Context: an optimization exercise on an open-source flow, tuned for small area and a short achievable clock period. The choices shown serve that exercise and are no tape-out recipe.
Function was checked by simulation only, so behaviour that the tests miss may differ from the original.
Power and IR drop assume default switching activity. The clock port is modelled as an ideal driver; clocking choices that lean on that would not hold on a real chip.

Design commit_trace_buffer, start of the top module:
module commit_trace_buffer
#(
    parameter  int DEPTH = 16,
    parameter  int POST  = 8,
    parameter  int CNT_W = 32,
    localparam int AW    = $clog2(DEPTH)
) (
    input  logic             clk,
    input  logic             reset,
    input  logic             arm,
    input  logic             abort,
    input  logic [1:0]       trig_mode,
    input  logic [31:0]      trig_val,
    input  logic             trig_now,
    input  logic             cap_valid,
    input  logic [31:0]      pc,
    input  logic [31:0]      instr,
    input  logic             rf_we,
    input  logic [4:0]       rf_wa,
    input  logic [31:0]      rf_wd,
    input  logic             memwrite,
    input  logic [31:0]      dataadr,
    input  logic [31:0]      writedata,
    output logic             busy,
    output logic             triggered,
    output logic             done,
    output logic [AW:0]      count,
    output logic [AW-1:0]    trig_index,
    output logic [CNT_W-1:0] trig_cycles,
    output logic             rd_valid,
    input  logic             rd_ready,
    output mips_trace_pkg::trace_entry_t     rd_data,
    output logic             rd_last
);
    localparam logic [AW:0] FULL = (AW+1)'(DEPTH);
    logic             r_busy, r_post, r_done, r_ph;
    logic             w_busy_nxt, w_post_nxt, w_done_nxt;
    logic [AW-1:0]    r_wr_ptr, r_trig_slot, r_post_cnt, r_trig_index;
    logic [AW-1:0]    w_wr_ptr_nxt, w_trig_slot_nxt, w_post_cnt_nxt, w_trig_index_nxt;
  ...
Size: roughly 7300 cells after synthesis, ~87000 sq um of cells after synthesis.
==> module trace_ram, before the edit <==
module trace_ram
#(
    parameter  int DEPTH = 16
) (
    input  logic         clk,
    input  logic         reset,     
    input  logic         i_ph,      
    input  logic         i_sh,      
    input  mips_trace_pkg::trace_entry_t i_wdata,
    input  logic [7:0]   i_rsel,    
    input  logic         i_ld,      
    input  logic         i_hold,    
    output mips_trace_pkg::trace_entry_t o_rdata
);
    localparam int W = mips_trace_pkg::TRACE_W;
    logic [W-1:0] r_mem [0:DEPTH-1];
    logic [W-1:0] r_rd;
    logic [W-1:0] w_in;
    assign w_in = i_wdata ^ {W{i_ph}};
    logic w_shn;
    assign w_shn = ~i_sh;
    for (genvar i = 0; i < DEPTH; i++) begin : g_slot
        trace_slot u_slot (
            .clk   (clk),
            .i_sh  (i_sh),
            .i_shn (w_shn),
            .i_d   ((i == 0) ? w_in : r_mem[(i == 0) ? 0 : i-1]),
            .o_q   (r_mem[i])
        );
    end
    logic w_ldp, w_ldn;
    logic [W-1:0] w_rd_nxt;
    assign w_ldp = i_ld && i_ph;
    assign w_ldn = i_ld && !i_ph;
    for (genvar b = 0; b < W; b++) begin : g_rbit
        trace_read_bit u_rbit (
            .i_s    ({r_mem[14][b], r_mem[13][b], r_mem[12][b], r_mem[11][b],
                      r_mem[10][b], r_mem[9][b],  r_mem[8][b],  r_mem[7][b]}),
            .i_sel  (i_rsel),
            .i_ldp  (w_ldp),
            .i_ldn  (w_ldn),
            .i_hold (i_hold),
            .i_q    (r_rd[b]),
            .o_d    (w_rd_nxt[b])
        );
    end
    always_ff @(posedge clk or negedge reset) begin
        if (!reset) r_rd <= '0;
        else        r_rd <= w_rd_nxt;
    end
    assign o_rdata = r_rd;
endmodule
==> module trace_read_bit, before the edit <==
module trace_read_bit (
    input  logic [7:0] i_s,
    input  logic [7:0] i_sel,
    input  logic       i_ldp,
    input  logic       i_ldn,
    input  logic       i_hold,
    input  logic       i_q,
    output logic       o_d
);
    logic w_x;
    assign w_x = |(i_s & i_sel);
    assign o_d = (w_x && i_ldn) || (!w_x && i_ldp) || (i_q && i_hold);
endmodule
clock: 7.0 ns
lec_check: 0
cap_margin: 20
core_margin: 2
core_utilization: 70
setup_slack_margin: 4.4
slew_margin: 20
synth_hierarchical: 1
synth_minimum_keep_size: 0
standard.sh (not shown) runs the stock make flow with config.mk's settings and CLKGATE_MAP_FILE= SYNTH_SCRIPT=/design/flow/synth_recipe.tcl, a recipe that flattens the netlist after the stock synthesis.
==> flow/flow/run.sh <==
#!/bin/bash
# Standard layout, with plain buffers (not delay cells) on the ports and a
# clock tree of fewer, larger leaf clusters without dummy loads.
set -euo pipefail
export BUFFER_PORTS_ARGS="-buffer_cell sky130_fd_sc_hd__buf_1"
export CTS_ARGS="-sink_clustering_enable -repair_clock_nets -dont_use_dummy_load -buf_list sky130_fd_sc_hd__clkbuf_16 -sink_clustering_size 30 -sink_clustering_max_diameter 80"
bash standard.sh > standard.log 2>&1
Next try:
--- a/flow/design.v
+++ b/flow/design.v
@@ -40,7 +40,7 @@
     localparam int W = mips_trace_pkg::TRACE_W;
     logic [W-1:0] r_mem [0:DEPTH-1];
     logic [W-1:0] r_rd;
-    logic [W-1:0] w_in;
+    logic [W-1:0] w_in, w_pick;
     assign w_in = i_wdata ^ {W{i_ph}};
     logic w_shn;
     assign w_shn = ~i_sh;
@@ -53,25 +53,14 @@
             .o_q   (r_mem[i])
         );
     end
-    logic w_ldp, w_ldn;
-    logic [W-1:0] w_rd_nxt;
-    assign w_ldp = i_ld && i_ph;
-    assign w_ldn = i_ld && !i_ph;
-    for (genvar b = 0; b < W; b++) begin : g_rbit
-        trace_read_bit u_rbit (
-            .i_s    ({r_mem[14][b], r_mem[13][b], r_mem[12][b], r_mem[11][b],
-                      r_mem[10][b], r_mem[9][b],  r_mem[8][b],  r_mem[7][b]}),
-            .i_sel  (i_rsel),
-            .i_ldp  (w_ldp),
-            .i_ldn  (w_ldn),
-            .i_hold (i_hold),
-            .i_q    (r_rd[b]),
-            .o_d    (w_rd_nxt[b])
-        );
+    always_comb begin
+        w_pick = '0;
+        for (int j = 0; j < 8; j++)
+            w_pick = w_pick | (r_mem[DEPTH-9+j] & {W{i_rsel[j]}});
     end
     always_ff @(posedge clk or negedge reset) begin
         if (!reset) r_rd <= '0;
-        else        r_rd <= w_rd_nxt;
+        else        r_rd <= ({W{i_ld}} & (w_pick ^ {W{i_ph}})) | ({W{i_hold}} & r_rd);
     end
     assign o_rdata = r_rd;
 endmodule
@@ -102,19 +91,6 @@
     always_ff @(posedge clk)
         o_q <= ~((o_q | i_sh) & (i_d | i_shn));
 endmodule
-module trace_read_bit (
-    input  logic [7:0] i_s,
-    input  logic [7:0] i_sel,
-    input  logic       i_ldp,
-    input  logic       i_ldn,
-    input  logic       i_hold,
-    input  logic       i_q,
-    output logic       o_d
-);
-    logic w_x;
-    assign w_x = |(i_s & i_sel);
-    assign o_d = (w_x && i_ldn) || (!w_x && i_ldp) || (i_q && i_hold);
-endmodule
 module commit_trace_buffer
 #(
     parameter  int DEPTH = 16,
- The new run went through all stages and came out clean
- sequential power is about the same
- sequential share of layout area climbs by 1.2 points
- design area drops slightly
- routed wire length climbs slightly
- worst setup slack is worse by 0.012 ns
- sequential cell count is unchanged

[re-timing with driven ports]
No port has a modelled driver above. Below, the same layouts with a new extraction and two added sets of constraints.
Step 1 assumes that a clkbuf_16 drives the clock port and a buf_2 every other input.
Step 2 also shifts input and output timing later by t, the mid clock arrival at the registers, as if the neighbouring blocks saw the same clock.
Slacks: ideal ports / drivers / drivers and shift; pairs: ideal ports / drivers.
| run | t (ns) | setup slack, ns | worst setup path after step 2 | worst register clock-pin slew, ns |
|---|---|---|---|---|
| the first run | 0.818 | 4.221 / 4.131 / 3.526 | input to register | 0.12 / 0.12 |
| the second run | 0.803 | 4.209 / 4.125 / 3.632 | input to register | 0.11 / 0.11 |
After both steps setup and hold are still met in every run listed. The setup slack of the first run, which loses most, moves by -0.090 ns with the drivers and by -0.695 ns with both steps.
